Background: an optimization exercise with open tools, aiming at small area, a short achievable clock period and few clock cycles per item. Do not read the settings as production practice.
At most, simulation tests tie the RTL to the original design; equivalence was not proved.
Function not checked in runs 1, 2, 5 and 6: the RTL went through the layout flow alone.
Power is estimated from default activity; no workload was simulated.

<file path="design/flow/design.v">
`default_nettype none
package systolic_pkg;
	localparam int ELEM_W = 8;  
	localparam int DIM = 4;  
	localparam int WORD_W = DIM * ELEM_W;
	localparam int IDX_W = 8;
	localparam int K_W = 4;
	localparam int ROW_W = $clog2(DIM);  
	typedef logic [ELEM_W-1:0] elem_t;
	typedef elem_t lane_vec_t [DIM];  
	typedef logic [WORD_W-1:0] word_t;
	typedef logic [IDX_W-1:0] idx_t;
	typedef enum logic [2:0] {
		SEQ_IDLE,
		SEQ_FEED,
		SEQ_DRAIN,
		SEQ_WRITE,
		SEQ_DONE
	} seq_state_t;
endpackage
`default_nettype wire
`default_nettype none
module mac_s1 (
	input wire [7:0] a_i,
	input wire [7:0] a3_i,  
	input wire [7:0] b_i,
	output wire [13:0] cs_o
);
	wire [8:0] a2 = {a_i, 1'b0};
	wire [7:0] m0;
	assign m0 = ({8{b_i[0] & ~b_i[1]}} & a_i[7:0])
		| ({8{~b_i[0] & b_i[1]}} & a2[7:0])
		| ({8{b_i[0] & b_i[1]}} & a3_i[7:0]);
	wire [5:0] m1;
	assign m1 = ({6{b_i[2] & ~b_i[3]}} & a_i[5:0])
		| ({6{~b_i[2] & b_i[3]}} & a2[5:0])
		| ({6{b_i[2] & b_i[3]}} & a3_i[5:0]);
	wire [3:0] m2;
	assign m2 = ({4{b_i[4] & ~b_i[5]}} & a_i[3:0])
		| ({4{~b_i[4] & b_i[5]}} & a2[3:0])
		| ({4{b_i[4] & b_i[5]}} & a3_i[3:0]);
	wire [1:0] m3;
	assign m3 = ({2{b_i[6] & ~b_i[7]}} & a_i[1:0])
		| ({2{~b_i[6] & b_i[7]}} & a2[1:0])
		| ({2{b_i[6] & b_i[7]}} & a3_i[1:0]);
	wire w1;
	wire w2;
	wire w3;
	wire w4;
	wire w5;
	wire w6;
	wire w7;
	wire w8;
	wire w9;
	wire w10;
	assign w1 = m0[6] ^ m1[4];
	assign w2 = m0[6] & m1[4];
	assign w3 = m0[7] ^ m1[5] ^ m2[3];
	assign w4 = m0[4] ^ m1[2];
	assign w5 = m0[4] & m1[2];
	assign w6 = m0[5] ^ m1[3] ^ m2[1];
	assign w7 = (m0[5] & m1[3]) | (m0[5] & m2[1]) | (m1[3] & m2[1]);
	assign w8 = m2[2] ^ m3[0] ^ w1;
	assign w9 = (m2[2] & m3[0]) | (m2[2] & w1) | (m3[0] & w1);
	assign w10 = m3[1] ^ w3 ^ w2;
	assign cs_o = {w9, w10, w7, w8, w5, w6, w4, m2[0], m1[1], m0[3], m1[0], m0[2], m0[1], m0[0]};
endmodule
module mac_s2 (
	input wire [13:0] cs_i,
	input wire [7:0] acc_i,
	output wire [7:0] y_o
);
	wire w1;
	wire w2;
	wire w3;
	wire w4;
	wire w5;
	wire w6;
	wire w7;
	wire w8;
	wire w9;
	wire w10;
	wire w11;
	assign w1 = cs_i[2] ^ cs_i[3];
	assign w2 = cs_i[2] & cs_i[3];
	assign w3 = cs_i[4] ^ cs_i[5] ^ acc_i[3];
	assign w4 = (cs_i[4] & cs_i[5]) | (cs_i[4] & acc_i[3]) | (cs_i[5] & acc_i[3]);
	assign w5 = cs_i[6] ^ cs_i[7] ^ acc_i[4];
	assign w6 = (cs_i[6] & cs_i[7]) | (cs_i[6] & acc_i[4]) | (cs_i[7] & acc_i[4]);
	assign w7 = cs_i[8] ^ cs_i[9] ^ acc_i[5];
	assign w8 = (cs_i[8] & cs_i[9]) | (cs_i[8] & acc_i[5]) | (cs_i[9] & acc_i[5]);
	assign w9 = cs_i[10] ^ cs_i[11] ^ acc_i[6];
	assign w10 = (cs_i[10] & cs_i[11]) | (cs_i[10] & acc_i[6]) | (cs_i[11] & acc_i[6]);
	assign w11 = cs_i[12] ^ cs_i[13] ^ acc_i[7];
	assign y_o = {w11, w9, w7, w5, w3, acc_i[2], cs_i[1], cs_i[0]} + {w10, w8, w6, w4, w2, w1, acc_i[1], acc_i[0]};
endmodule
`default_nettype wire
`timescale 1ns/1ns
`default_nettype none
module systolic_top #(
	parameter int MAX_K = 9
) (
	input wire clk,
	input wire rst,
	input logic start_i,
	input logic [systolic_pkg::K_W-1:0] k_i,
	input systolic_pkg::word_t a_rdata_i,  
	input systolic_pkg::word_t b_rdata_i,  
	output systolic_pkg::idx_t rd_index_o,
	output logic out_we_o,
	output systolic_pkg::idx_t out_index_o,
	output systolic_pkg::word_t out_wdata_o,
	output logic done_o
);
	localparam int K_W = systolic_pkg::K_W;
	localparam int CS_W = 14;
	logic run_q;              
	logic [K_W-1:0] t_q;      
	logic [1:0] r_q;          
	logic [K_W-1:0] klast_q;  
	logic k1_q;               
	logic last_q;             
	logic [K_W-1:0] klast_in;
	logic k1_in;
	logic idle;
	logic active;
	logic last;
	logic last_d;
	logic [7:0] a_sel;
	logic [7:0] a_q;          
	logic [7:0] a3_q;         
	logic [31:0] b_q;         
	logic first1_q;           
	logic last1_q;            
	logic [1:0] r1_q;
	logic fin1_q;             
	logic [CS_W-1:0] cs_q [4];
	logic first2_q;
	logic last2_q;
	logic [1:0] r2_q;
	logic fin2_q;
	logic [7:0] acc_q [4];
	logic we_q;
	logic [1:0] wrow_q;
	logic done_q;
	always_comb begin
		if (k_i > K_W'(MAX_K)) begin
			klast_in = K_W'(MAX_K - 1);
		end else if (k_i == '0) begin
			klast_in = '0;
		end else begin
			klast_in = k_i - K_W'(1);
		end
	end
	assign idle = ~run_q & ~fin1_q & ~fin2_q & ~done_q;
	assign active = run_q | (idle & start_i);
	assign k1_in = (k_i[K_W-1:1] == '0);
	assign last = run_q ? last_q : k1_in;
	always_comb begin
		if (last) begin
			last_d = run_q ? k1_q : k1_in;  
		end else if (run_q) begin
			last_d = (t_q + K_W'(1) == klast_q);
		end else begin
			last_d = (k_i == K_W'(2));
		end
	end
	always_ff @(posedge clk or posedge rst) begin
		if (rst) begin
			run_q <= 1'b0;
			last_q <= 1'b0;
			t_q <= '0;
			r_q <= '0;
			last1_q <= 1'b0;
			fin1_q <= 1'b0;
			last2_q <= 1'b0;
			fin2_q <= 1'b0;
			we_q <= 1'b0;
			done_q <= 1'b0;
		end else begin
			if (active) begin
				run_q <= ~(last & (r_q == 2'd3));
				last_q <= last_d;
				if (last) begin
					t_q <= '0;
					r_q <= r_q + 2'd1;
				end else begin
					t_q <= t_q + K_W'(1);
				end
			end
			last1_q <= active & last;
			fin1_q <= active & last & (r_q == 2'd3);
			last2_q <= last1_q;
			fin2_q <= fin1_q;
			we_q <= last2_q;
			done_q <= fin2_q;
		end
	end
	always_ff @(posedge clk) begin
		if (idle) begin
			klast_q <= klast_in;
			k1_q <= k1_in;
		end
		first1_q <= (t_q == '0);
		first2_q <= first1_q;
		r1_q <= r_q;
		r2_q <= r1_q;
		wrow_q <= r2_q;
		b_q <= b_rdata_i;
		a_q <= a_sel;
		a3_q <= a_sel + {a_sel[6:0], 1'b0};
	end
	always_comb begin
		case (r_q)
			2'd0: a_sel = a_rdata_i[31:24];
			2'd1: a_sel = a_rdata_i[23:16];
			2'd2: a_sel = a_rdata_i[15:8];
			default: a_sel = a_rdata_i[7:0];
		endcase
	end
	for (genvar c = 0; c < 4; c++) begin : g_mac
		logic [CS_W-1:0] cs_d;
		logic [7:0] acc_in;
		logic [7:0] acc_d;
		mac_s1 s1_inst (
			.a_i(a_q),
			.a3_i(a3_q),
			.b_i(b_q[31-8*c -: 8]),
			.cs_o(cs_d)
		);
		assign acc_in = first2_q ? 8'd0 : acc_q[c];
		mac_s2 s2_inst (
			.cs_i(cs_q[c]),
			.acc_i(acc_in),
			.y_o(acc_d)
		);
		always_ff @(posedge clk) begin
			cs_q[c] <= cs_d;
			acc_q[c] <= acc_d;
		end
		assign out_wdata_o[8*c +: 8] = acc_q[c];
	end
	assign rd_index_o = {4'b0, t_q};
	assign out_we_o = we_q;
	assign out_index_o = {6'b0, wrow_q};
	assign done_o = done_q;
endmodule
`default_nettype wire
</file>
<file path="design/flow/flow/run.sh">
#!/bin/bash
# The standard layout, with buf_1 cells as the port buffers.
export BUFFER_PORTS_ARGS="-buffer_cell sky130_fd_sc_hd__buf_1"
bash standard.sh > standard.log 2>&1
</file>
<file path="design/flow/standard.sh">
#!/bin/bash
# synth_recipe.tcl (not shown) runs the flow's synth.tcl, then flattens the netlist and writes it again
# the make line also repeats each setting of config.mk as NAME=value (left out here)
make -C /OpenROAD-flow-scripts/flow DESIGN_CONFIG=/design/flow/config.mk WORK_HOME=/design/flow/orfs CLKGATE_MAP_FILE= SYNTH_SCRIPT=/design/flow/synth_recipe.tcl "${@:-finish}"
</file>
<file path="design/flow/config.mk">
export PLATFORM = sky130hd
export DESIGN_NAME = systolic_top
export DESIGN_NICKNAME = systolic_top
export VERILOG_FILES = /design/flow/design.v
export SDC_FILE = /design/flow/constraint.sdc
export NUM_CORES = 4
export LEC_CHECK = 0
export CAP_MARGIN = 20
export CORE_MARGIN = 2
export CORE_UTILIZATION = 40
export SETUP_SLACK_MARGIN = 2.5
export SLEW_MARGIN = 20
</file>
<file path="design/flow/constraint.sdc">
create_clock -name core_clock -period 5.0 [get_ports {clk}]
set_input_delay 1.0000 -clock core_clock [delete_from_list [all_inputs] [get_ports {clk}]]
set_output_delay 1.0000 -clock core_clock [all_outputs]
set_load 0.01 [all_outputs]
</file>
==> flow_metrics.env, run 1 <==
export IMPL_numPortBuffers=110
export IMPL_die_outline_height_um=149
export IMPL_drive_gt1_share_pct=14.9
export IMPL_fillers=1912
export IMPL_powerDensity_mw_per_mm2=799
export IMPL_layout_common_cells="sky130_fd_sc_hd__dfxtp_1 (142), sky130_fd_sc_hd__buf_1 (110), sky130_fd_sc_hd__inv_1 (79), sky130_fd_sc_hd__mux2_2 (61), sky130_fd_sc_hd__ha_1 (51)"
export IMPL_slew_limit_headroom_pct=35.3
export IMPL_critPathLaunch="r_q[1]"
export IMPL_cts_tree="yes"
export IMPL_timing_critical_path_fanout_max=6
export IMPL_residual_antenna_violating_net_count_after_detailed_routing=0
export IMPL_postCtsHoldBufs=0
export IMPL_fin_total_pwr_uw=7730
export IMPL_finalWeightedCongestion=0.771
export IMPL_die_area_mm2=0.0221
export IMPL_std_cell_rows=52
export IMPL_fin_crit_sh_pct=48.0
export IMPL_worst_ep_arrival_time_ns=2.71
export IMPL_num_nets_final=1041
export IMPL_setup_worst_path_end_class="flop"
export IMPL_detail_route_drc_violations=0
export IMPL_dp_final_hpwl_mm=11.8
export IMPL_route_detailed_wl_per_inst_um=13.9
export IMPL_setup_total_negative_slack_ns=0
export IMPL_antenna_found_initial=0
export IMPL_route_vias_total=5489
export IMPL_ctsRootBufferMaster="sky130_fd_sc_hd__clkbuf_16"
export IMPL_clk_transition_reported_paths_ns=0.07
export IMPL_worst_setup_path_start_kind="flop"
export IMPL_cp_cell_sequence="inv_2, ha_4, a22oi_2, nand2_1, mux2_4, ha_2, inv_2, fa_2, inv_1, a21o_1, a21oi_2, o21ai_1, xnor2_1"
export IMPL_synthesis_instances=786
export IMPL_outcome="finished clean"
export IMPL_timing_final_setup_violations=0
export IMPL_achievable_frequency_mhz=417
export IMPL_ir_worst_vdd_mv=0.315
export IMPL_number_of_optimization_iterations_in_the_first_detailed_route_pass=5
export IMPL_clock_tree_htree_level_count=4
export IMPL_setup_worst_path_end="a3_q[7]"
export IMPL_drt_iter0_drc=184
export IMPL_post_route_min_period_ns=2.40
export IMPL_layout_cells_non_filler=1168
export IMPL_max_cap_violations=0
export IMPL_wire_length_of_the_first_global_routing_pass_mm=26.5
export IMPL_grt_util_all_layers_pct=15.2
export IMPL_detail_route_vias_per_cell=4.70
export IMPL_regToRegStartpoint="r_q[1]"
export IMPL_mostFrequentLayoutCell="sky130_fd_sc_hd__dfxtp_1"
export IMPL_number_of_buffers_on_the_longest_clock_path=2
export IMPL_dieWidth_um=149
export IMPL_crit_required_ns=5.32
export IMPL_first_global_vias=5352
export IMPL_synth_enable_flop_cells=5
export IMPL_number_of_buffers_added_by_the_clock_tree_synthesis_step=17
export IMPL_reg2reg_slack_ns=2.60
export IMPL_ys_async_rst_share_pct=8.64
export IMPL_fin_skew_ns=0.00792
export IMPL_sinks_on_the_clock_net=162
export IMPL_critical_path_class="flop to flop"
export IMPL_tightest_slew_ns=0.962
export IMPL_synth_ff_latch_count=162
export IMPL_rsz0062_at_grt="yes"
export IMPL_placed_cells=1129
export IMPL_hold_class="flop to flop"
export IMPL_core_area_mm2=0.0204
export IMPL_yosysWarnings=5
export IMPL_area_growth_syn_to_layout_pct=15.4
export IMPL_grt_remaining_overflow=0
export IMPL_route_final_wire_length_mm=16.3
export IMPL_drv_slew=0
export IMPL_largest_stage_delay_worst_path_ns=0.44
export IMPL_seq_area_frac_synth_pct=40.1
export IMPL_post_synth_instance_area_mm2=0.00838
export IMPL_ys_flop_type="sky130_fd_sc_hd__dfxtp_1"
export IMPL_grt_max_degree=33
export IMPL_dp_slack_ns=2.20
export IMPL_worst_hold_startpoint="r1_q[0]"
export IMPL_initial_cell_density_of_the_core_pct=41.1
export IMPL_cell_leakage_power_uw=0.00422
export IMPL_hold_viol_final=0
export IMPL_worst_skew_pair_late_latency_ns=0.43
export IMPL_antennaDiodeCount=0
export IMPL_critPathSlowestCell="sky130_fd_sc_hd__dfrtp_2"
export IMPL_synth_cell_type_count=51
export IMPL_critPathMostFrequentCell="sky130_fd_sc_hd__inv_2"
export IMPL_io_pins=121
export IMPL_worst_slack_ns=2.60
export IMPL_avgSynthCellArea_um2=10.7
export IMPL_r2r_worst_path_cells=13
export IMPL_r2r_end="a3_q[7]"
==> sequential cells by signal, summed over array words and instances, names as in the netlist, 2 cells and up <==
signal and flops:
r1_q 2, wrow_q 2, t_q 4, a_q 7
cs_q 56, r_q 2, acc_q 32, r2_q 2
a3_q 8, b_q 32, klast_q 4
==> cell usage after synthesis (14+ instances only) <==
library cell / number / share of area [%]
sky130_fd_sc_hd__a21oi_1: 15 / 0.90
sky130_fd_sc_hd__a22o_1: 49 / 5.1
sky130_fd_sc_hd__and2_1: 17 / 1.3
sky130_fd_sc_hd__clkbuf_1: 19 / 0.85
sky130_fd_sc_hd__dfrtp_1: 14 / 4.2
sky130_fd_sc_hd__dfxtp_1: 143 / 34
sky130_fd_sc_hd__fa_1: 29 / 6.9
sky130_fd_sc_hd__ha_1: 56 / 8.4
sky130_fd_sc_hd__inv_1: 82 / 3.7
sky130_fd_sc_hd__mux2_2: 62 / 8.3
sky130_fd_sc_hd__nand2_1: 20 / 0.90
sky130_fd_sc_hd__nand2b_1: 18 / 1.3
sky130_fd_sc_hd__nor2_1: 26 / 1.2
sky130_fd_sc_hd__nor2b_1: 31 / 2.3
sky130_fd_sc_hd__o21ai_0: 18 / 1.1
sky130_fd_sc_hd__xnor2_1: 49 / 5.1
==> layout make-up <==
class                      instances  area, um2  share of cell area (%)
clock buffer                      17        425                    4.40
sequential                       162       3370                    34.9
tap                              270        338                    3.49
timing repair buffer             120        504                    5.22
multi-input combinational        502       4550                    47.1
clock inverter                    15        168                    1.73
inverter                          82        308                    3.18
==> per-layer routing <==
metal  GRT usage [%]  wire [um]  vias up  share of wire, %
li1                -          -     2840                 -
met1            19.3       7710     2535                47
met2            25.6       7690      101                47
met3            3.91        682       13               4.2
met4            4.43        185        0               1.1
met5               0          0        -                 0
==> kinds of logic after synthesis <==
group,share of synthesized area (%)
buffers and inverters,6.93
XOR/XNOR,6.02
multiplexers,10.1
flip-flops,40.1
AND/OR/NAND/NOR,9.38
other,0.0448
AO/OA/AOI/OAI,12.1
adder cells (fa/ha/maj),15.3
==> worst min path at each step <==
stage | slack, ns | end | cells past startpoint
after floorplan | 0.31 | first2_q | 0
after global placement | 0.31 | wrow_q[0] | 0
after detailed placement | 0.31 | r2_q[0] | 0
after CTS | 0.33 | r2_q[0] | 0
after global routing | 0.33 | first2_q | 0
final | 0.33 | r2_q[0] | 0
==> critical path: cells and delay by family (launching register included) <==
family                     cells  cell delay [ns]
adders and majority gates      3             0.57
buffers and inverters          3             0.18
AOI/OAI and AO/OA              4             0.59
xor gates and xnor gates       1             0.13
and+or+nand+nor                1             0.07
muxes                          1             0.29
DFF                            1             0.44
==> through the flow <==
step	area [um2]	utilization (%)	hold WS, ns
2_1_floorplan	8430	-	0.310
5_1_grt	9670	47.5	0.334
4_1_cts	9540	46.8	0.332
6_report	9670	47.5	0.330
3_3_place_gp	8930	43.8	0.312
3_5_place_dp	8930	43.8	0.315
==> timing repair <==
item	4_1_cts	5_1_grt
resized for setup	4	16
setup endpoints to repair	14	8
pin swaps	0	3
hold endpoints to repair	0	0
buffers inserted	1	6
==> power by group <==
part	internal, uW	switching [uW]	leakage [uW]
Clock	711	592	0.000287
Combinational	2100	2010	0.00251
Sequential	1850	461	0.00142
Total	4670	3060	0.00422
==> inputs of run 2 (changes only) <==
--- a/design/flow/config.mk
+++ b/design/flow/config.mk
@@ -10,3 +10,3 @@
 export CORE_UTILIZATION = 40
-export SETUP_SLACK_MARGIN = 2.5
+export SETUP_SLACK_MARGIN = 2.8
 export SLEW_MARGIN = 20
==> run 2 against run 1 <==
Worst setup slack better by 0.012 ns. Highest routed layer unchanged. Count of clock-buffer cells in the layout increased by 2. Synthesized cell count stayed put. Clock skew shrank 0.00063 ns. Critical path depth is 1 lower. Clock power grew 5%. Largest power group unchanged. Cell count increased by 2.1%. Non-clock buffer count up 24. Combinational power increased by 25%.
==> flow_metrics.env, run 2 <==
export IMPL_achievable_frequency_mhz=419
export IMPL_reg_largest_list="cs_q (56), acc_q (32), b_q (32)"
export IMPL_wire_length_of_the_first_global_routing_pass_mm=27.3
export IMPL_internal_power_uw=5410
export IMPL_worstHoldPathCells=0
export IMPL_synthesis_instances=786
export IMPL_hold_class="flop to flop"
export IMPL_crit_required_ns=5.31
export IMPL_ys_async_rst_share_pct=8.64
export IMPL_top_signal_layer_used="met4"
export IMPL_sw_pwr_uw=3410
export IMPL_cell_leakage_power_uw=0.00446
export IMPL_hold_viol_final=0
export IMPL_area_growth_syn_to_layout_pct=23.4
export IMPL_die_outline_height_um=149
export IMPL_core_area_mm2=0.0204
export IMPL_post_synth_instance_area_mm2=0.00838
export IMPL_cts_tree="yes"
export IMPL_m1WireLength_mm=8.16
export IMPL_ctsRootBufferMaster="sky130_fd_sc_hd__clkbuf_16"
export IMPL_netlist_area_leader_share_pct=34.2
export IMPL_number_of_buffers_on_the_longest_clock_path=2
export IMPL_setup_total_negative_slack_ns=0
export IMPL_critical_path_class="flop to flop"
export IMPL_crit_cells=12
export IMPL_antennaDiodeCount=0
export IMPL_cp_cell_sequence="buf_4, buf_4, ha_4, mux2_4, ha_4, inv_2, fa_2, inv_1, a21o_1, a21oi_2, buf_4, xnor2_2"
export IMPL_reg2reg_slack_ns=2.61
export IMPL_largest_register_ffs=56
export IMPL_number_of_buffers_added_by_the_clock_tree_synthesis_step=17
export IMPL_seq_area_frac_synth_pct=40.1
export IMPL_met3WireLength_um=792
export IMPL_route_vias_total=5690
export IMPL_numPortBuffers=110
export IMPL_clock_tree_htree_level_count=4
export IMPL_initial_cell_density_of_the_core_pct=41.1
export IMPL_timing_final_setup_violations=0
export IMPL_synth_largest_area_cell="sky130_fd_sc_hd__dfxtp_1"
export IMPL_route_final_wire_length_mm=17.9
export IMPL_rsz0062_at_grt="yes"
export IMPL_slew_limit_headroom_pct=33.5
export IMPL_worst_ep_arrival_time_ns=2.70
export IMPL_tightest_slew_ns=0.989
export IMPL_grt_max_degree=33
export IMPL_drv_slew=0
export IMPL_number_of_optimization_iterations_in_the_first_detailed_route_pass=5
export IMPL_detail_route_vias_per_cell=4.77
export IMPL_ys_flop_type="sky130_fd_sc_hd__dfxtp_1"
export IMPL_setup_worst_path_end="a3_q[5]"
export IMPL_synth_enable_flop_cells=5
export IMPL_r2r_worst_path_cells=12
export IMPL_first_global_vias=5522
export IMPL_detail_route_drc_violations=0
export IMPL_finalWeightedCongestion=0.757
export IMPL_max_cap_violations=0
export IMPL_worst_setup_path_start_kind="flop"
export IMPL_worst_skew_pair_late_latency_ns=0.42
export IMPL_largest_stage_delay_worst_path_ns=0.45
export IMPL_path_delay_family="adder cells"
export IMPL_ir_worst_vdd_mv=0.333
export IMPL_num_nets_final=1065
export IMPL_avgSynthCellArea_um2=10.7
export IMPL_outcome="finished clean"
export IMPL_power_clock_fraction_pct=15.4
export IMPL_layout_common_cells="sky130_fd_sc_hd__dfxtp_1 (142), sky130_fd_sc_hd__buf_1 (110), sky130_fd_sc_hd__inv_1 (75), sky130_fd_sc_hd__mux2_2 (60), sky130_fd_sc_hd__a22o_1 (49)"
export IMPL_cp_buffers_inverters=5
export IMPL_setup_worst_path_end_class="flop"
export IMPL_r2r_end="a3_q[5]"
export IMPL_p_comb_share_pct=58.2
export IMPL_drive_gt1_share_pct=23.6
export IMPL_critPathSlowestCell="sky130_fd_sc_hd__dfrtp_2"
export IMPL_route_detailed_wl_per_inst_um=15.0
export IMPL_fin_crit_sh_pct=47.7
export IMPL_synth_top_cells_by_count="sky130_fd_sc_hd__dfxtp_1 (143), sky130_fd_sc_hd__inv_1 (82), sky130_fd_sc_hd__mux2_2 (62), sky130_fd_sc_hd__ha_1 (56)"
export IMPL_registers_top_by_ff_count="cs_q"
export IMPL_yosysWarnings=5
export IMPL_synth_cell_type_count=51
export IMPL_fin_total_pwr_uw=8810
export IMPL_regToRegStartpoint="r_q[1]"
export IMPL_std_cell_rows=52
export IMPL_grt_remaining_overflow=0
export IMPL_postCtsHoldBufs=0
export IMPL_io_pins=121
export IMPL_grt_util_all_layers_pct=15.8
export IMPL_critPathMostFrequentCell="sky130_fd_sc_hd__buf_4"
export IMPL_timing_critical_path_fanout_max=8
export IMPL_sinks_on_the_clock_net=162
export IMPL_residual_antenna_violating_net_count_after_detailed_routing=0
export IMPL_critPathLaunch="r_q[1]"
export IMPL_dp_final_hpwl_mm=11.7
export IMPL_power_sequential_fraction_pct=26.4
export IMPL_power_switching_fraction_pct=38.7
export IMPL_drt_iter0_drc=247
export IMPL_synth_ff_latch_count=162
export IMPL_post_synth_main_area_contributors="sky130_fd_sc_hd__dfxtp_1 (34%), sky130_fd_sc_hd__ha_1 (8.4%), sky130_fd_sc_hd__mux2_2 (8.3%)"
export IMPL_clk_transition_reported_paths_ns=0.07
export IMPL_post_route_min_period_ns=2.39
export IMPL_antenna_found_initial=0
export IMPL_powerDensity_mw_per_mm2=852
export IMPL_die_area_mm2=0.0221
export IMPL_mostFrequentLayoutCell="sky130_fd_sc_hd__dfxtp_1"
export IMPL_dieWidth_um=149
export IMPL_post_synth_top_count_cell="sky130_fd_sc_hd__dfxtp_1"
export IMPL_fillers=1840
export IMPL_fin_skew_ns=0.00729
export IMPL_met2_length_mm=8.82
## run 2: cell counts after synthesis
Identical to the previous run, type by type.
## run 2: layout make-up
type | count | area, um2 | share of cell area, %
sequential | 162 | 3370 | 32.6
inverter | 82 | 310 | 3.00
timing repair buffer | 144 | 757 | 7.32
clock buffer | 19 | 443 | 4.28
multi-input combinational | 502 | 4950 | 47.9
tap | 270 | 338 | 3.27
clock inverter | 13 | 173 | 1.67
## run 2: worst min path at each step
stage / from / endpoint / slack, ns
finish: first1_q / first2_q / 0.33
global route: first1_q / first2_q / 0.34
CTS: r1_q[1] / r2_q[1] / 0.33
detailed placement: first1_q / first2_q / 0.31
global placement: first1_q / first2_q / 0.31
floorplan: first1_q / first2_q / 0.31
## run 2: routing by layer
layer / track usage [%] / vias up
met5: 0 / -
met4: 5.00 / 0
met3: 4.25 / 10
met2: 26.1 / 117
met1: 20.2 / 2669
li1: - / 2894
## run 2: logic make-up (layout without fill, tap and decap cells)
logic type	after synthesis	after routing	share of synthesized area (%)
adder cells (fa/ha/maj)	85	85	15.3
other	1	10	0.0448
AND/OR/NAND/NOR	144	144	9.38
multiplexers	76	76	10.1
XOR/XNOR	56	56	6.02
flip-flops	162	162	40.1
buffers and inverters	131	258	6.93
AO/OA/AOI/OAI	131	131	12.1
## run 2: per-stage QoR
step	cells	utilization (%)	worst slack, ns	instance area, um2	hold WS [ns]
2_1_floorplan	795	-	2.47	8560	0.310
3_3_place_gp	1128	44.3	2.29	9020	0.311
3_5_place_dp	1128	44.3	2.26	9020	0.314
4_1_cts	1170	48.6	2.64	9890	0.331
5_1_grt	1192	50.8	2.47	10300	0.338
6_report	1192	50.8	2.61	10300	0.332
## run 2: power groups by stage
stage / Sequential [uW] / Combinational [uW] / Clock, uW
2_1_floorplan: 2170 / 3450 / 0
3_3_place_gp: 2360 / 4040 / 0
3_5_place_dp: 2370 / 4100 / 0
4_1_cts: 2320 / 4480 / 1400
5_1_grt: 2400 / 5720 / 1450
6_report: 2330 / 5120 / 1360
## run 2: worst reg2reg max path: cells and delay by family (launching register included)
| kind | cells | cell delay [ns] |
|---|---|---|
| XOR/XNOR | 1 | 0.05 |
| multiplexers | 1 | 0.36 |
| adder cells (fa/ha/maj) | 3 | 0.56 |
| buffers and inverters | 5 | 0.51 |
| AO/OA/AOI/OAI | 2 | 0.35 |
| flip-flops | 1 | 0.45 |
## run 2: repair_timing
action	in CTS	in global routing
buffers inserted	10	20
setup endpoints to repair	21	16
cloned	0	2
pin swaps	2	43
resized for setup	29	50
==> inputs of run 3 (changes only) <==
--- a/design/flow/design.v
+++ b/design/flow/design.v
@@ -119,2 +119,3 @@
 	logic [1:0] r_q;          
+	logic [3:0] roh_q;        
 	logic [K_W-1:0] klast_q;  
@@ -173,2 +174,3 @@
 			r_q <= '0;
+			roh_q <= 4'b0001;
 			last1_q <= 1'b0;
@@ -186,2 +188,3 @@
 					r_q <= r_q + 2'd1;
+					roh_q <= {roh_q[2:0], roh_q[3]};
 				end else begin
@@ -210,11 +213,39 @@
 		a_q <= a_sel;
-		a3_q <= a_sel + {a_sel[6:0], 1'b0};
-	end
+		a3_q <= a3_sel;
+	end
+	assign a_sel = ({8{roh_q[0]}} & a_rdata_i[31:24])
+		| ({8{roh_q[1]}} & a_rdata_i[23:16])
+		| ({8{roh_q[2]}} & a_rdata_i[15:8])
+		| ({8{roh_q[3]}} & a_rdata_i[7:0]);
+	logic [7:0] a3_sel;
+	logic [7:0] a3_g;
+	logic [7:0] a3_p;
+	logic [7:0] a3_c;
 	always_comb begin
-		case (r_q)
-			2'd0: a_sel = a_rdata_i[31:24];
-			2'd1: a_sel = a_rdata_i[23:16];
-			2'd2: a_sel = a_rdata_i[15:8];
-			default: a_sel = a_rdata_i[7:0];
-		endcase
+		logic [7:0] g1, p1, g2, p2, g4;
+		a3_g = 8'd0;
+		a3_p = 8'd0;
+		for (int i = 1; i < 8; i++) begin
+			a3_g[i] = a_sel[i] & a_sel[i-1];
+			a3_p[i] = a_sel[i] ^ a_sel[i-1];
+		end
+		g1 = a3_g;
+		p1 = a3_p;
+		for (int i = 1; i < 8; i++) begin
+			g1[i] = a3_g[i] | (a3_p[i] & a3_g[i-1]);
+			p1[i] = a3_p[i] & a3_p[i-1];
+		end
+		g2 = g1;
+		p2 = p1;
+		for (int i = 2; i < 8; i++) begin
+			g2[i] = g1[i] | (p1[i] & g1[i-2]);
+			p2[i] = p1[i] & p1[i-2];
+		end
+		g4 = g2;
+		for (int i = 4; i < 8; i++) begin
+			g4[i] = g2[i] | (p2[i] & g2[i-4]);
+		end
+		a3_c = {g4[6:0], 1'b0};  
+		a3_sel = a3_p ^ a3_c;
+		a3_sel[0] = a_sel[0];
 	end
--- a/design/flow/config.mk
+++ b/design/flow/config.mk
@@ -10,3 +10,3 @@
 export CORE_UTILIZATION = 40
-export SETUP_SLACK_MARGIN = 2.8
+export SETUP_SLACK_MARGIN = 2.5
 export SLEW_MARGIN = 20
==> run 3 against run 2 <==
Register-to-register slack gained 0.06 ns. Worst setup slack gained 0.059 ns. Clock power shrank 7%. Combinational power shrank 93%. Non-clock buffer count shrank 30. Clock skew is essentially flat. Largest cell class unchanged. Sequential share of layout area grew 4.0 points. Cell count shrank 6.3%. Routed wire length shrank 9.2%. Still clean on timing, DRC and antenna. Final area shrank 8.3%. Critical path type unchanged. Flip-flop and latch count grew 4.
==> flow_metrics.env, run 3 <==
export IMPL_detail_route_vias_per_cell=4.80
export IMPL_number_of_buffers_added_by_the_clock_tree_synthesis_step=17
export IMPL_critical_path_class="flop to flop"
export IMPL_placed_cells=1084
export IMPL_die_area_mm2=0.0221
export IMPL_synth_enable_flop_cells=5
export IMPL_drive_gt1_share_pct=16.9
export IMPL_detail_route_drc_violations=0
export IMPL_slew_limit_headroom_pct=36.7
export IMPL_route_detailed_wl_per_inst_um=14.6
export IMPL_powerDensity_mw_per_mm2=332
export IMPL_r2r_worst_path_cells=8
export IMPL_ctsRootBufferMaster="sky130_fd_sc_hd__clkbuf_16"
export IMPL_clk_transition_reported_paths_ns=0.06
export IMPL_synth_largest_area_cell="sky130_fd_sc_hd__dfxtp_1"
export IMPL_timing_critical_path_fanout_max=18
export IMPL_setup_total_negative_slack_ns=0
export IMPL_residual_antenna_violating_net_count_after_detailed_routing=0
export IMPL_drv_slew=0
export IMPL_core_area_mm2=0.0204
export IMPL_synth_cell_type_count=52
export IMPL_initial_cell_density_of_the_core_pct=41.1
export IMPL_dieWidth_um=149
export IMPL_achievable_frequency_mhz=430
export IMPL_setup_worst_path_end_class="flop"
export IMPL_post_synth_instance_area_mm2=0.00836
export IMPL_synthesis_instances=741
export IMPL_seq_area_frac_synth_pct=41.4
export IMPL_synthSimpleGateAreaFrac_pct=8.50
export IMPL_critPathLaunch="first2_q"
export IMPL_post_route_min_period_ns=2.33
export IMPL_antenna_found_initial=0
export IMPL_timing_final_setup_violations=0
export IMPL_post_synth_top_count_cell="sky130_fd_sc_hd__dfxtp_1"
export IMPL_cell_leakage_power_uw=0.00424
export IMPL_io_pins=121
export IMPL_route_final_wire_length_mm=16.3
export IMPL_fillers=1921
export IMPL_synth_ff_latch_count=166
export IMPL_wire_length_of_the_first_global_routing_pass_mm=27.3
export IMPL_yosysWarnings=5
export IMPL_std_cell_rows=52
export IMPL_regToRegStartpoint="first2_q"
export IMPL_die_outline_height_um=149
export IMPL_ir_worst_vdd_mv=0.270
export IMPL_outcome="finished clean"
export IMPL_crit_required_ns=5.30
export IMPL_layout_common_cells="sky130_fd_sc_hd__dfxtp_1 (142), sky130_fd_sc_hd__buf_1 (110), sky130_fd_sc_hd__mux2_2 (62), sky130_fd_sc_hd__xnor2_1 (53), sky130_fd_sc_hd__ha_1 (51)"
export IMPL_number_of_buffers_on_the_longest_clock_path=2
export IMPL_tightest_slew_ns=0.941
export IMPL_synth_compound_gate_area_share_pct=12.7
export IMPL_largest_register_ffs=56
export IMPL_netlist_area_leader_share_pct=34.2
export IMPL_numPortBuffers=110
export IMPL_ys_flop_type="sky130_fd_sc_hd__dfxtp_1"
export IMPL_synth_area_in_xor_xnor_pct=6.79
export IMPL_registers_top_by_ff_count="cs_q"
export IMPL_fin_skew_ns=0.00764
export IMPL_worst_ep_arrival_time_ns=2.63
export IMPL_fin_crit_sh_pct=46.5
export IMPL_reg_largest_list="cs_q (56), acc_q (32), b_q (32)"
export IMPL_worst_setup_path_start_kind="flop"
export IMPL_number_of_optimization_iterations_in_the_first_detailed_route_pass=6
export IMPL_num_nets_final=986
export IMPL_synthMuxAreaShare_pct=10.2
export IMPL_layout_cells_non_filler=1117
export IMPL_worst_skew_pair_late_latency_ns=0.42
export IMPL_drt_iter0_drc=206
export IMPL_area_growth_syn_to_layout_pct=13.4
export IMPL_avgSynthCellArea_um2=11.3
export IMPL_hold_class="flop to flop"
export IMPL_clock_tree_htree_level_count=4
export IMPL_worstHoldPathCells=0
export IMPL_post_synth_main_area_contributors="sky130_fd_sc_hd__dfxtp_1 (34%), sky130_fd_sc_hd__mux2_2 (8.3%), sky130_fd_sc_hd__ha_1 (7.8%)"
export IMPL_antennaDiodeCount=0
export IMPL_mostFrequentLayoutCell="sky130_fd_sc_hd__dfxtp_1"
export IMPL_rsz0062_at_grt="no"
export IMPL_postCtsHoldBufs=0
export IMPL_ys_async_rst_share_pct=10.8
export IMPL_synth_fa_ha_area_share_pct=14.7
export IMPL_sinks_on_the_clock_net=166
export IMPL_route_vias_total=5359
export IMPL_cts_tree="yes"
export IMPL_dp_final_hpwl_mm=11.8
export IMPL_synth_top_family_by_area="adder cells"
export IMPL_synth_top_cells_by_count="sky130_fd_sc_hd__dfxtp_1 (143), sky130_fd_sc_hd__mux2_2 (62), sky130_fd_sc_hd__xnor2_1 (53), sky130_fd_sc_hd__ha_1 (52), sky130_fd_sc_hd__inv_1 (47)"
export IMPL_grt_util_all_layers_pct=15.7
export IMPL_hold_viol_final=0
export IMPL_finalWeightedCongestion=0.777
export IMPL_grt_remaining_overflow=0
export IMPL_max_cap_violations=0
export IMPL_worst_hold_startpoint="first1_q"
export IMPL_grt_max_degree=29
export IMPL_first_global_vias=5498
-- run 3: critical path: stages (launching register included) --
cell and delay [ns]:
sky130_fd_sc_hd__dfxtp_4 0.48, sky130_fd_sc_hd__buf_4 0.24, sky130_fd_sc_hd__nor2b_1 0.07, sky130_fd_sc_hd__fa_1 0.44, sky130_fd_sc_hd__ha_1 0.33, sky130_fd_sc_hd__o21ai_0 0.19, sky130_fd_sc_hd__nor2_1 0.09, sky130_fd_sc_hd__o41ai_2 0.25
sky130_fd_sc_hd__xnor2_1 0.11
-- run 3: metal layers --
metal / share of wire, % / vias to the layer above / GRT usage [%]
met4: 1.4 / 0 / 5.24
met2: 47 / 117 / 25.9
met5: 0 / - / 0
met3: 5.0 / 17 / 3.99
met1: 46 / 2522 / 20.2
li1: - / 2703 / -
-- run 3: area by class of cell --
type / instances / area, um2 / area share [%]
Multi-Input combinational cell: 488 / 4490 / 47.3
Sequential cell: 166 / 3470 / 36.6
Clock buffer: 19 / 453 / 4.78
Timing Repair Buffer: 114 / 443 / 4.67
Tap cell: 270 / 338 / 3.56
Inverter: 47 / 176 / 1.86
Clock inverter: 13 / 120 / 1.27
-- run 3: final timing paths --
| kind | slack [ns] | end |
|---|---|---|
| max | 2.67 | acc_q[1][7] |
| min | 0.33 | first2_q |
| max reg2reg | 2.67 | acc_q[1][7] |
| min reg2reg | 0.33 | first2_q |
| max in group asynchronous | 3.92 | t_q[1] |
| min in group asynchronous | 0.64 | r_q[1] |
-- run 3: metrics by stage --
| step | instance area [um2] | utilization [%] | hold WS [ns] | setup slack [ns] | total power [uW] |
|---|---|---|---|---|---|
| after CTS | 9460 | 46.5 | 0.330 | 2.58 | 3180 |
| after floorplan | 8410 | - | 0.310 | 2.50 | 1800 |
| after global placement | 8890 | 43.6 | 0.310 | 2.26 | 1910 |
| after detailed placement | 8890 | 43.6 | 0.314 | 2.18 | 1910 |
| after global routing | 9490 | 46.6 | 0.331 | 2.51 | 3300 |
| final | 9490 | 46.6 | 0.327 | 2.67 | 3150 |
-- run 3: where the power goes --
part	switching, uW	internal, uW	leakage, uW
registers	106	1440	0.00144
clock network	541	717	0.000277
logic	180	159	0.00252
-- run 3: what timing repair did --
item / CTS / global route
endpoints found under the setup margin: 8 / 3
buffers inserted: 0 / 1
gates resized for setup: 2 / 2
gates cloned: 0 / 0
-- run 3: cell families (layout without fill, tap and decap cells) --
kind of cell,after synthesis,after routing
adders and majority gates,81,81
buffers and inverters,96,193
other,1,10
xor gates and xnor gates,64,64
and+or+nand+nor,127,127
DFF,166,166
muxes,75,75
AOI/OAI and AO/OA,131,131
Testbench counts of run 3, summed over its fixed seeds: cycles 27,344, items 1,200.
==> inputs of run 4 (changes only) <==
--- a/design/flow/config.mk
+++ b/design/flow/config.mk
@@ -10,2 +10,3 @@
 export CORE_UTILIZATION = 40
+export CTS_BUF_LIST = sky130_fd_sc_hd__clkbuf_4 sky130_fd_sc_hd__clkbuf_8
 export SETUP_SLACK_MARGIN = 2.5
==> run 4 against run 3 <==
Sequential power about the same. Synthesized cell count unchanged. Flip-flop and latch count unchanged. Critical path depth up 1. Power down 10%. Combinational power up 6.8%. Fmax down 1.2%. Register-to-register slack worse by 0.03 ns. Final area down 1.9%. Routed wire length up 0.32%. Critical path type unchanged. Critical endpoint unchanged. Largest cell class unchanged.
==> flow_metrics.env, run 4 <==
export IMPL_largest_register_ffs=56
export IMPL_postCtsHoldBufs=0
export IMPL_slew_limit_headroom_pct=34.8
export IMPL_grt_remaining_overflow=0
export IMPL_core_area_mm2=0.0204
export IMPL_drv_slew=0
export IMPL_drt_iter0_drc=176
export IMPL_dieWidth_um=149
export IMPL_power_switching_fraction_pct=28.0
export IMPL_ir_worst_vdd_mv=0.245
export IMPL_hold_viol_final=0
export IMPL_post_synth_instance_area_mm2=0.00836
export IMPL_registers_top_by_ff_count="cs_q"
export IMPL_synth_top_cells_by_count="sky130_fd_sc_hd__dfxtp_1 (143), sky130_fd_sc_hd__mux2_2 (62), sky130_fd_sc_hd__xnor2_1 (53), sky130_fd_sc_hd__ha_1 (52), sky130_fd_sc_hd__inv_1 (47)"
export IMPL_ys_async_rst_share_pct=10.8
export IMPL_synth_cell_type_count=52
export IMPL_post_synth_top_count_cell="sky130_fd_sc_hd__dfxtp_1"
export IMPL_sinks_on_the_clock_net=166
export IMPL_p_comb_share_pct=12.7
export IMPL_worst_ep_arrival_time_ns=2.69
export IMPL_layout_cells_non_filler=1118
export IMPL_synth_largest_area_cell="sky130_fd_sc_hd__dfxtp_1"
export IMPL_largest_stage_delay_worst_path_ns=0.48
export IMPL_powerDensity_mw_per_mm2=304
export IMPL_cell_leakage_power_uw=0.00415
export IMPL_cp_buffers_inverters=2
export IMPL_route_final_wire_length_mm=16.3
export IMPL_worst_slack_ns=2.64
export IMPL_clock_tree_htree_level_count=4
export IMPL_first_global_vias=5445
export IMPL_outcome="finished clean"
export IMPL_residual_antenna_violating_net_count_after_detailed_routing=0
export IMPL_layout_common_cells="sky130_fd_sc_hd__dfxtp_1 (142), sky130_fd_sc_hd__buf_1 (110), sky130_fd_sc_hd__mux2_2 (62), sky130_fd_sc_hd__xnor2_1 (53), sky130_fd_sc_hd__ha_1 (51)"
export IMPL_max_cap_violations=0
export IMPL_ctsRootBufferMaster="sky130_fd_sc_hd__clkbuf_8"
export IMPL_number_of_optimization_iterations_in_the_first_detailed_route_pass=4
export IMPL_mostFrequentLayoutCell="sky130_fd_sc_hd__dfxtp_1"
export IMPL_finished_core_util_pct=45.7
export IMPL_dp_final_hpwl_mm=11.8
export IMPL_hold_class="flop to flop"
export IMPL_avgSynthCellArea_um2=11.3
export IMPL_numPortBuffers=110
export IMPL_yosysWarnings=5
export IMPL_cp_cell_sequence="buf_4, nand2b_1, fa_1, inv_1, ha_1, o21ai_0, nor2_1, o41ai_1, xnor2_1"
export IMPL_power_sequential_fraction_pct=54.4
export IMPL_setup_worst_path_end_class="flop"
export IMPL_number_of_buffers_on_the_longest_clock_path=2
export IMPL_wire_length_of_the_first_global_routing_pass_mm=27.2
export IMPL_cts_tree="yes"
export IMPL_route_vias_total=5333
export IMPL_tightest_slew_ns=0.969
export IMPL_antenna_found_initial=0
export IMPL_critical_path_class="flop to flop"
export IMPL_worst_skew_pair_late_latency_ns=0.46
export IMPL_seq_area_frac_synth_pct=41.4
export IMPL_drive_gt1_share_pct=16.9
export IMPL_std_cell_rows=52
export IMPL_number_of_buffers_added_by_the_clock_tree_synthesis_step=17
export IMPL_die_outline_height_um=149
export IMPL_synthesis_instances=741
export IMPL_reg_largest_list="cs_q (56), acc_q (32), b_q (32)"
export IMPL_fin_crit_sh_pct=47.1
export IMPL_antennaDiodeCount=0
export IMPL_grt_max_degree=29
export IMPL_route_detailed_wl_per_inst_um=14.6
export IMPL_io_pins=121
export IMPL_initial_cell_density_of_the_core_pct=41.1
export IMPL_post_synth_main_area_contributors="sky130_fd_sc_hd__dfxtp_1 (34%), sky130_fd_sc_hd__mux2_2 (8.3%), sky130_fd_sc_hd__ha_1 (7.8%)"
export IMPL_detail_route_vias_per_cell=4.77
export IMPL_finalWeightedCongestion=0.777
export IMPL_area_growth_syn_to_layout_pct=11.3
export IMPL_setup_total_negative_slack_ns=0
export IMPL_clk_transition_reported_paths_ns=0.08
export IMPL_timing_final_setup_violations=0
export IMPL_timing_critical_path_fanout_max=14
export IMPL_internal_power_uw=2040
export IMPL_dp_slack_ns=2.18
export IMPL_num_nets_final=987
export IMPL_ys_flop_type="sky130_fd_sc_hd__dfxtp_1"
export IMPL_placed_cells=1084
export IMPL_critPathSlowestCell="sky130_fd_sc_hd__fa_1"
export IMPL_power_clock_fraction_pct=32.9
export IMPL_path_delay_family="adder cells"
export IMPL_synth_enable_flop_cells=5
export IMPL_synth_ff_latch_count=166
export IMPL_detail_route_drc_violations=0
export IMPL_grt_util_all_layers_pct=15.7
export IMPL_crit_required_ns=5.34
export IMPL_die_area_mm2=0.0221
export IMPL_fin_skew_ns=0.0149
export IMPL_sw_pwr_uw=793
export IMPL_achievable_frequency_mhz=425
export IMPL_netlist_area_leader_share_pct=34.2
export IMPL_rsz0062_at_grt="yes"
export IMPL_post_route_min_period_ns=2.36
export IMPL_worst_setup_path_start_kind="flop"
[run 4: cell count changes in the layout (fill, tap and decap cells not counted), sizes merged]
cell and change:
buf +1
[run 4: worst paths after layout]
check                               from     endpoint  slack [ns]  cells past startpoint
worst max-delay path            first2_q  acc_q[1][7]        2.64                      9
worst min-delay path            first1_q     first2_q        0.33                      0
worst max register to register  first2_q  acc_q[1][7]        2.64                      9
worst min register to register  first1_q     first2_q        0.33                      0
max in group asynchronous            rst         we_q        3.95                      2
min in group asynchronous            rst     roh_q[1]        0.60                      2
[run 4: cell families (layout without fill, tap and decap cells)]
family / count (synthesis) / after routing / synth area share (%)
other: 1 / 10 / 0.0448
XOR/XNOR: 64 / 64 / 6.79
adder cells (fa/ha/maj): 81 / 81 / 14.7
multiplexers: 75 / 75 / 10.2
AO/OA/AOI/OAI: 131 / 131 / 12.7
buffers and inverters: 96 / 194 / 5.61
flip-flops: 166 / 166 / 41.4
AND/OR/NAND/NOR: 127 / 127 / 8.50
[run 4: what timing repair did]
| item | in CTS | in global routing |
|---|---|---|
| endpoints found under the hold margin | 0 | 0 |
| cloned | 0 | 0 |
| buffers inserted | 0 | 2 |
| gates resized for setup | 2 | 1 |
| pin swaps | 0 | 0 |
| setup endpoints to repair | 9 | 3 |
[run 4: power by group through the flow]
stage	Combinational [uW]	Clock [uW]	Sequential [uW]
3_3_place_gp	329	0	1580
5_1_grt	405	1020	1560
3_5_place_dp	333	0	1580
6_report	361	931	1540
4_1_cts	336	968	1550
2_1_floorplan	264	0	1540
[run 4: stage by stage]
step / hold WS (ns) / total power [uW] / instance area (um2)
3_5_place_dp: 0.314 / 1910 / 8890
2_1_floorplan: 0.310 / 1800 / 8410
3_3_place_gp: 0.310 / 1910 / 8890
6_report: 0.330 / 2830 / 9310
5_1_grt: 0.336 / 2980 / 9310
4_1_cts: 0.334 / 2860 / 9270
[run 4: layer usage]
metal  vias up  global-route usage, %  wire [um]
li1       2701                      -          -
met1      2503                   20.3       7590
met2       113                   25.7       7630
met3        16                   4.08        805
met4         0                   5.52        286
met5         -                      0          0
[run 4: cell type report]
type	instances	area [um2]
Clock buffer	19	262
Clock inverter	13	120
Fill cell	1946	11100
Inverter	47	176
Multi-Input combinational cell	488	4480
Sequential cell	166	3470
Tap cell	270	338
Timing Repair Buffer	115	463
==> inputs of run 5 (changes only) <==
--- a/design/flow/design.v
+++ b/design/flow/design.v
@@ -25,3 +25,5 @@
 	input wire [7:0] a3_i,  
-	input wire [7:0] b_i,
+	input wire [3:0] e1_i,  
+	input wire [3:0] e2_i,  
+	input wire [3:0] e3_i,  
 	output wire [13:0] cs_o
@@ -30,17 +32,17 @@
 	wire [7:0] m0;
-	assign m0 = ({8{b_i[0] & ~b_i[1]}} & a_i[7:0])
-		| ({8{~b_i[0] & b_i[1]}} & a2[7:0])
-		| ({8{b_i[0] & b_i[1]}} & a3_i[7:0]);
+	assign m0 = ({8{e1_i[0]}} & a_i[7:0])
+		| ({8{e2_i[0]}} & a2[7:0])
+		| ({8{e3_i[0]}} & a3_i[7:0]);
 	wire [5:0] m1;
-	assign m1 = ({6{b_i[2] & ~b_i[3]}} & a_i[5:0])
-		| ({6{~b_i[2] & b_i[3]}} & a2[5:0])
-		| ({6{b_i[2] & b_i[3]}} & a3_i[5:0]);
+	assign m1 = ({6{e1_i[1]}} & a_i[5:0])
+		| ({6{e2_i[1]}} & a2[5:0])
+		| ({6{e3_i[1]}} & a3_i[5:0]);
 	wire [3:0] m2;
-	assign m2 = ({4{b_i[4] & ~b_i[5]}} & a_i[3:0])
-		| ({4{~b_i[4] & b_i[5]}} & a2[3:0])
-		| ({4{b_i[4] & b_i[5]}} & a3_i[3:0]);
+	assign m2 = ({4{e1_i[2]}} & a_i[3:0])
+		| ({4{e2_i[2]}} & a2[3:0])
+		| ({4{e3_i[2]}} & a3_i[3:0]);
 	wire [1:0] m3;
-	assign m3 = ({2{b_i[6] & ~b_i[7]}} & a_i[1:0])
-		| ({2{~b_i[6] & b_i[7]}} & a2[1:0])
-		| ({2{b_i[6] & b_i[7]}} & a3_i[1:0]);
+	assign m3 = ({2{e1_i[3]}} & a_i[1:0])
+		| ({2{e2_i[3]}} & a2[1:0])
+		| ({2{e3_i[3]}} & a3_i[1:0]);
 	wire w1;
@@ -132,3 +134,5 @@
 	logic [7:0] a3_q;         
-	logic [31:0] b_q;         
+	logic [3:0] e1_q [4];     
+	logic [3:0] e2_q [4];     
+	logic [3:0] e3_q [4];     
 	logic first1_q;           
@@ -211,3 +215,2 @@
 		wrow_q <= r2_q;
-		b_q <= b_rdata_i;
 		a_q <= a_sel;
@@ -255,2 +258,11 @@
 		logic [7:0] acc_d;
+		logic [7:0] b_elem;
+		assign b_elem = b_rdata_i[31-8*c -: 8];
+		always_ff @(posedge clk) begin
+			for (int i = 0; i < 4; i++) begin
+				e1_q[c][i] <= (b_elem[2*i+1 -: 2] == 2'd1);
+				e2_q[c][i] <= (b_elem[2*i+1 -: 2] == 2'd2);
+				e3_q[c][i] <= (b_elem[2*i+1 -: 2] == 2'd3);
+			end
+		end
 		mac_s1 s1_inst (
@@ -258,3 +270,5 @@
 			.a3_i(a3_q),
-			.b_i(b_q[31-8*c -: 8]),
+			.e1_i(e1_q[c]),
+			.e2_i(e2_q[c]),
+			.e3_i(e3_q[c]),
 			.cs_o(cs_d)
==> run 5 against run 4 <==
Still clean on timing, DRC and antenna. Global-route usage rose by 0.088 points. Power rose by 9.5%. Synthesized cell count rose by 4.6%. Worst setup slack improved by 0.10 ns. Worst hold slack improved by 0.0014 ns. Critical path depth rose by 1. Via count rose by 7.0%. First-iteration DRC count rose to 3.5 times the previous value. Utilization rose by 0.31 points. Register-to-register slack improved by 0.14 ns. Critical path type is now input port to flop.
==> flow_metrics.env, run 5 <==
export IMPL_outcome="finished clean"
export IMPL_cp_buffers_inverters=1
export IMPL_yosysWarnings=11
export IMPL_synth_top_cells_by_count="sky130_fd_sc_hd__dfxtp_1 (159), sky130_fd_sc_hd__inv_1 (99), sky130_fd_sc_hd__a222oi_1 (64), sky130_fd_sc_hd__nor2b_1 (55), sky130_fd_sc_hd__xnor2_1 (55)"
export IMPL_timing_critical_path_fanout_max=4
export IMPL_ctsRootBufferMaster="sky130_fd_sc_hd__clkbuf_8"
export IMPL_setup_total_negative_slack_ns=0
export IMPL_number_of_optimization_iterations_in_the_first_detailed_route_pass=12
export IMPL_largest_register_ffs=56
export IMPL_p_comb_share_pct=10.8
export IMPL_placed_cells=1121
export IMPL_power_clock_fraction_pct=34.9
export IMPL_route_vias_total=5707
export IMPL_synth_ff_latch_count=182
export IMPL_detail_route_drc_violations=0
export IMPL_num_nets_final=1023
export IMPL_route_detailed_wl_per_inst_um=14.5
export IMPL_grtUsageMet1_pct=20.7
export IMPL_ys_flop_type="sky130_fd_sc_hd__dfxtp_1"
export IMPL_ff_latch_area_mm2=0.00379
export IMPL_reg_largest_list="cs_q (56), acc_q (32)"
export IMPL_seq_area_frac_synth_pct=45.6
export IMPL_sinks_on_the_clock_net=182
export IMPL_post_synth_main_area_contributors="sky130_fd_sc_hd__dfxtp_1 (38%), sky130_fd_sc_hd__ha_1 (7.8%), sky130_fd_sc_hd__a222oi_1 (7.7%)"
export IMPL_die_area_mm2=0.0219
export IMPL_largest_stage_delay_worst_path_ns=0.36
export IMPL_clk_transition_reported_paths_ns=0.09
export IMPL_die_outline_height_um=148
export IMPL_grt_use_met3_pct=4.33
export IMPL_antenna_found_initial=2
export IMPL_synth_largest_area_cell="sky130_fd_sc_hd__dfxtp_1"
export IMPL_power_switching_fraction_pct=26.3
export IMPL_hold_viol_final=0
export IMPL_layout_cells_non_filler=1156
export IMPL_drive_gt1_share_pct=5.43
export IMPL_grt_busiest_layer="met2"
export IMPL_internal_power_uw=2290
export IMPL_cts_tree="yes"
export IMPL_core_area_mm2=0.0203
export IMPL_slew_limit_headroom_pct=32.9
export IMPL_ir_worst_vdd_mv=0.264
export IMPL_initial_cell_density_of_the_core_pct=40.9
export IMPL_first_global_vias=5549
export IMPL_mostFrequentLayoutCell="sky130_fd_sc_hd__dfxtp_1"
export IMPL_numPortBuffers=110
export IMPL_clock_tree_htree_level_count=4
export IMPL_power_sequential_fraction_pct=54.3
export IMPL_finalWeightedCongestion=0.770
export IMPL_registers_top_by_ff_count="cs_q"
export IMPL_drt_iter0_drc=615
export IMPL_grt_max_degree=33
export IMPL_setup_worst_path_end_class="flop"
export IMPL_tightest_slew_ns=1.00
export IMPL_timing_final_setup_violations=0
export IMPL_netlist_area_leader_share_pct=38.3
export IMPL_synthesis_instances=775
export IMPL_powerDensity_mw_per_mm2=332
export IMPL_avgSynthCellArea_um2=10.7
export IMPL_post_synth_instance_area_mm2=0.00830
export IMPL_max_cap_violations=0
export IMPL_path_delay_family="adder cells"
export IMPL_met2_usage_pct=25.6
export IMPL_crit_required_ns=5.36
export IMPL_fillers=1964
export IMPL_grt_remaining_overflow=0
export IMPL_ys_async_rst_share_pct=9.89
export IMPL_dp_final_hpwl_mm=12.1
export IMPL_critPathMostFrequentCell="sky130_fd_sc_hd__nor2_1"
export IMPL_std_cell_rows=52
export IMPL_post_route_min_period_ns=2.25
export IMPL_fin_crit_sh_pct=45.1
export IMPL_io_pins=121
export IMPL_wire_length_of_the_first_global_routing_pass_mm=27.5
export IMPL_worst_ep_arrival_time_ns=2.62
export IMPL_achievable_frequency_mhz=444
export IMPL_sw_pwr_uw=816
export IMPL_critical_path_class="input port to flop"
export IMPL_synth_enable_flop_cells=5
export IMPL_fin_skew_ns=0.0118
export IMPL_layout_common_cells="sky130_fd_sc_hd__dfxtp_1 (158), sky130_fd_sc_hd__buf_1 (110), sky130_fd_sc_hd__inv_1 (99), sky130_fd_sc_hd__a222oi_1 (64)"
export IMPL_multi_input_comb_area_mm2=0.00396
export IMPL_detail_route_vias_per_cell=4.94
export IMPL_cp_cell_sequence="buf_1, a22oi_1, nand2_1, ha_2, fa_2, a21oi_2, nor2_1, nor2_1, o21ai_1, xnor2_1"
export IMPL_grt_util_all_layers_pct=15.8
export IMPL_rsz0062_at_grt="no"
export IMPL_area_growth_syn_to_layout_pct=12.5
export IMPL_hold_class="flop to flop"
export IMPL_number_of_buffers_on_the_longest_clock_path=2
export IMPL_route_final_wire_length_mm=16.8
export IMPL_critPathSlowestCell="sky130_fd_sc_hd__fa_2"
export IMPL_dieWidth_um=148
export IMPL_drv_slew=0
export IMPL_post_synth_top_count_cell="sky130_fd_sc_hd__dfxtp_1"
export IMPL_worst_setup_path_start_kind="input port"
export IMPL_number_of_buffers_added_by_the_clock_tree_synthesis_step=17
export IMPL_worst_skew_pair_late_latency_ns=0.46
export IMPL_residual_antenna_violating_net_count_after_detailed_routing=0
export IMPL_synth_cell_type_count=45
export IMPL_cell_leakage_power_uw=0.00430
-- run 5: cell count changes in the layout (fill, tap and decap cells not counted), moves of 6 or more --
cell,delta
sky130_fd_sc_hd__a222oi_1,+64
sky130_fd_sc_hd__a22o_1,-31
sky130_fd_sc_hd__a22o_2,-17
sky130_fd_sc_hd__a22oi_2,-6
sky130_fd_sc_hd__dfxtp_1,+16
sky130_fd_sc_hd__inv_1,+52
sky130_fd_sc_hd__mux2_2,-55
sky130_fd_sc_hd__mux2i_1,-8
sky130_fd_sc_hd__nor2b_1,+26
sky130_fd_sc_hd__o21a_1,+16
-- run 5: worst paths after layout --
| kind | depth (start not counted) | end | from | slack, ns |
|---|---|---|---|---|
| worst max register to register | 9 | acc_q[1][7] | first2_q | 2.78 |
| min in group asynchronous | 2 | r_q[1] | rst | 0.60 |
| max in group asynchronous | 2 | t_q[3] | rst | 3.96 |
| worst min register to register | 0 | first2_q | first1_q | 0.33 |
| worst max-delay path | 10 | a3_q[7] | a_rdata_i[25] | 2.75 |
| worst min-delay path | 0 | first2_q | first1_q | 0.33 |
-- run 5: what timing repair did --
item,in CTS,in global routing
hold buffers,0,0
endpoints found under the setup margin,16,2
pin swaps,0,0
buffers inserted,0,1
resized for setup,2,0
-- run 5: through the flow --
stage	worst slack (ns)	util [%]	hold WS [ns]	area, um2	total power [uW]
detailed placement	2.12	43.7	0.317	8880	2040
finish	2.75	46.0	0.332	9340	3100
global route	2.57	46.0	0.341	9340	3280
CTS	2.68	45.9	0.337	9320	3130
floorplan	2.50	-	0.310	8340	1920
global placement	2.17	43.7	0.310	8880	2030
-- run 5: kinds of logic after synthesis --
family / after synthesis / share of synthesized area (%)
buf+inv: 144 / 7.27
flops: 182 / 45.6
mux: 7 / 0.950
compound gates: 153 / 15.2
other cells: 1 / 0.0452
simple gates: 145 / 9.57
fa+ha+maj: 81 / 14.8
xor+xnor: 62 / 6.54
-- run 5: area by class of cell --
type                            count  share of cell area, %
Multi-Input combinational cell    458                   42.3
Sequential cell                   182                   40.6
Timing Repair Buffer              113                   4.74
Inverter                           99                   3.98
Tap cell                          270                   3.62
Clock buffer                       18                   2.59
Clock inverter                     14                   2.12
Antenna cell                        2                 0.0536
-- run 5: per-layer routing --
metal	vias to the layer above	wire length, um
li1	2854	-
met1	2631	7420
met2	204	7820
met3	18	1320
met4	0	245
met5	-	0
-- run 5: power groups by stage --
| stage | Clock, uW | Combinational [uW] | Sequential, uW |
|---|---|---|---|
| floorplan | 0 | 243 | 1680 |
| global route | 1190 | 380 | 1710 |
| global placement | 0 | 305 | 1720 |
| finish | 1080 | 335 | 1680 |
| detailed placement | 0 | 312 | 1730 |
| CTS | 1120 | 311 | 1700 |
-- run 5: worst register-to-register path: cells and delay by family (launching register included) --
family | cells | cell delay (ns)
AND/OR/NAND/NOR | 2 | 0.23
buffers and inverters | 2 | 0.12
adder cells (fa/ha/maj) | 2 | 0.76
AO/OA/AOI/OAI | 2 | 0.45
XOR/XNOR | 1 | 0.12
flip-flops | 1 | 0.43
==> inputs of run 6 (changes only) <==
--- a/design/flow/config.mk
+++ b/design/flow/config.mk
@@ -9,3 +9,3 @@
 export CORE_MARGIN = 2
-export CORE_UTILIZATION = 40
+export CORE_UTILIZATION = 60
 export CTS_BUF_LIST = sky130_fd_sc_hd__clkbuf_4 sky130_fd_sc_hd__clkbuf_8
==> run 6 against run 5 <==
Fmax decreased by 2.7%. First-iteration DRC count increased by 27%. Non-clock buffer count down 1. Global-route usage rose by 7.5 points. Flip-flop and latch count did not move. Register-to-register slack got worse by 0.098 ns. Cell count shrank 8.4%. Highest routed layer unchanged.
==> flow_metrics.env, run 6 <==
export IMPL_cp_cell_sequence="nor2b_1, fa_1, ha_1, o21ai_0, a21boi_0, or4_1, nand3_1"
export IMPL_timing_critical_path_fanout_max=32
export IMPL_route_vias_total=5837
export IMPL_ys_flop_type="sky130_fd_sc_hd__dfxtp_1"
export IMPL_dp_final_hpwl_mm=11.6
export IMPL_clock_tree_htree_level_count=4
export IMPL_fin_skew_ns=0.0119
export IMPL_ctsRootBufferMaster="sky130_fd_sc_hd__clkbuf_8"
export IMPL_num_nets_final=1022
export IMPL_timing_final_setup_violations=0
export IMPL_setup_total_negative_slack_ns=0
export IMPL_grt_max_degree=33
export IMPL_outcome="finished clean"
export IMPL_drive_gt1_share_pct=5.44
export IMPL_drv_slew=0
export IMPL_critPathSlowestCell="sky130_fd_sc_hd__dfxtp_4"
export IMPL_dp_slack_ns=2.13
export IMPL_synth_top_cells_by_count="sky130_fd_sc_hd__dfxtp_1 (159), sky130_fd_sc_hd__inv_1 (99), sky130_fd_sc_hd__a222oi_1 (64), sky130_fd_sc_hd__nor2b_1 (55), sky130_fd_sc_hd__xnor2_1 (55)"
export IMPL_ys_async_rst_share_pct=9.89
export IMPL_std_cell_rows=42
export IMPL_tightest_slew_ns=1.04
export IMPL_sinks_on_the_clock_net=182
export IMPL_drt_iter0_drc=778
export IMPL_number_of_buffers_on_the_longest_clock_path=2
export IMPL_netlist_area_leader_share_pct=38.3
export IMPL_grt_remaining_overflow=0
export IMPL_core_area_mm2=0.0134
export IMPL_antennaDiodeCount=0
export IMPL_synth_cell_type_count=45
export IMPL_post_synth_instance_area_mm2=0.00830
export IMPL_number_of_optimization_iterations_in_the_first_detailed_route_pass=9
export IMPL_rsz0062_at_grt="no"
export IMPL_io_pins=121
export IMPL_detail_route_vias_per_cell=5.51
export IMPL_clk_transition_reported_paths_ns=0.09
export IMPL_hold_class="flop to flop"
export IMPL_powerDensity_mw_per_mm2=328
export IMPL_yosysWarnings=11
export IMPL_achievable_frequency_mhz=431
export IMPL_post_route_min_period_ns=2.32
export IMPL_dieWidth_um=122
export IMPL_route_final_wire_length_mm=16.3
export IMPL_slew_limit_headroom_pct=30.7
export IMPL_post_synth_top_count_cell="sky130_fd_sc_hd__dfxtp_1"
export IMPL_registers_top_by_ff_count="cs_q"
export IMPL_path_delay_family="adder cells"
export IMPL_first_global_vias=5746
export IMPL_setup_worst_path_end_class="flop"
export IMPL_hold_viol_final=0
export IMPL_final_instance_area_mm2=0.00917
export IMPL_cts_post_setup_buffers_inserted=0
export IMPL_cts_tree="yes"
export IMPL_grt_util_all_layers_pct=23.3
export IMPL_post_synth_main_area_contributors="sky130_fd_sc_hd__dfxtp_1 (38%), sky130_fd_sc_hd__ha_1 (7.8%), sky130_fd_sc_hd__a222oi_1 (7.7%)"
export IMPL_cell_leakage_power_uw=0.00430
export IMPL_crit_cells=7
export IMPL_max_cap_violations=0
export IMPL_number_of_buffers_added_by_the_clock_tree_synthesis_step=17
export IMPL_postCtsHoldBufs=0
export IMPL_antenna_found_initial=0
export IMPL_crit_required_ns=5.40
export IMPL_numPortBuffers=110
export IMPL_seq_area_frac_synth_pct=45.6
export IMPL_worst_setup_path_start_kind="flop"
export IMPL_synth_largest_area_cell="sky130_fd_sc_hd__dfxtp_1"
export IMPL_worstHoldPathCells=0
export IMPL_worst_skew_pair_late_latency_ns=0.46
export IMPL_finalWeightedCongestion=0.825
export IMPL_layout_common_cells="sky130_fd_sc_hd__dfxtp_1 (158), sky130_fd_sc_hd__buf_1 (110), sky130_fd_sc_hd__inv_1 (99), sky130_fd_sc_hd__a222oi_1 (64)"
export IMPL_wire_length_of_the_first_global_routing_pass_mm=27.0
export IMPL_initial_cell_density_of_the_core_pct=61.9
export IMPL_avgSynthCellArea_um2=10.7
export IMPL_reg_largest_list="cs_q (56), acc_q (32)"
export IMPL_placedInstanceArea_mm2=0.00876
export IMPL_fin_crit_sh_pct=46.4
export IMPL_die_area_mm2=0.0148
export IMPL_mostFrequentLayoutCell="sky130_fd_sc_hd__dfxtp_1"
export IMPL_ir_worst_vdd_mv=0.372
export IMPL_largest_register_ffs=56
export IMPL_worst_slack_ns=2.68
export IMPL_synth_ff_latch_count=182
export IMPL_area_growth_syn_to_layout_pct=10.4
export IMPL_route_detailed_wl_per_inst_um=15.4
export IMPL_critical_path_class="flop to flop"
export IMPL_worst_ep_arrival_time_ns=2.72
export IMPL_residual_antenna_violating_net_count_after_detailed_routing=0
export IMPL_detail_route_drc_violations=0
export IMPL_die_outline_height_um=122
export IMPL_largest_stage_delay_worst_path_ns=0.56
export IMPL_synthesis_instances=775
export IMPL_synth_enable_flop_cells=5
export IMPL_r2r_worst_path_cells=7
export IMPL_cp_buffers_inverters=0
run 6: changes by cell type in the layout (fill, tap and decap cells not counted), sizes merged:
| cell | delta |
|---|---|
| inv | -4 |
| diode | -2 |
| bufinv | -1 |
| clkbuf | +3 |
| clkinvlp | -2 |
| clkinv | +4 |
| buf | -1 |
run 6: path summary, 6_finish.rpt:
check	endpoint	slack (ns)	startpoint
min in group asynchronous	fin2_q	0.60	rst
setup / recovery	acc_q[0][6]	2.68	first2_q
hold reg to reg	first2_q	0.33	first1_q
max in group asynchronous	last_q	3.97	rst
hold / removal	first2_q	0.33	first1_q
setup reg to reg	acc_q[0][6]	2.68	first2_q
run 6: area by class of cell:
type | count | area, um2
fill | 1078 | 4230
multi-input combinational | 458 | 3960
sequential | 182 | 3790
timing repair buffer | 112 | 428
inverter | 99 | 372
clock buffer | 21 | 270
tap | 176 | 220
clock inverter | 11 | 133
run 6: where the power goes:
part           total (uW)  internal, uW  switching (uW)
clock network        1010           518             489
logic                 305           146             160
registers            1700          1580             118
total                3010          2240             767
run 6: routing by layer:
layer	GRT usage (%)	routed length [um]	vias to the layer above	share of wire, %
met3	6.18	1210	23	7.4
met1	30.6	7140	2732	44
met2	37.7	7660	229	47
li1	-	-	2853	-
met4	7.76	267	0	1.6
met5	0	0	-	0
run 6: cell families (layout without fill, tap and decap cells):
group           Yosys count  count (layout)  share of synthesized area [%]
buf+inv                 144             243                           7.27
flops                   182             182                           45.6
other cells               1              10                         0.0452
fa+ha+maj                81              81                           14.8
mux                       7               7                          0.950
xor+xnor                 62              62                           6.54
simple gates            145             145                           9.57
compound gates          153             153                           15.2
run 6: through the flow:
step | util, % | total power (uW) | hold slack (ns) | std cells
2_1_floorplan | - | 1920 | 0.310 | 784
3_3_place_gp | 65.4 | 2020 | 0.312 | 1027
3_5_place_dp | 65.4 | 2030 | 0.315 | 1027
4_1_cts | 68.4 | 3040 | 0.331 | 1059
5_1_grt | 68.4 | 3170 | 0.337 | 1059
6_report | 68.4 | 3010 | 0.330 | 1059
run 6: timing repair:
action	CTS	global route
endpoints found under the hold margin	0	0
endpoints found under the setup margin	16	0
resized for setup	2	0

==> separate check: timing with driven ports <==
No port has a modelled driver above. Below, the same layouts with a new extraction and two added sets of constraints. Step 1 sets driving cells, clkbuf_16 on the clock port and buf_2 on the other inputs (assumed; they add their load-dependent delay and slew). Step 2 times the ports against the registers' clock, not the clock port: input delays grow and output delays shrink by t, the midpoint of the rising clock arrivals with the driver on. Slacks: ideal ports / drivers / drivers and shift; pairs: ideal ports / drivers.
run | t, ns | setup slack, ns
run 1 | 0.473 | 2.602 / 2.602 / 2.254
run 2 | 0.463 | 2.614 / 2.614 / 2.249
run 3 | 0.460 | 2.673 / 2.673 / 2.283
run 4 | 0.494 | 2.645 / 2.645 / 2.278
run 5 | 0.495 | 2.745 / 2.763 / 2.268
run 6 | 0.488 | 2.682 / 2.682 / 2.283
After both steps setup and hold are still met in every run listed.
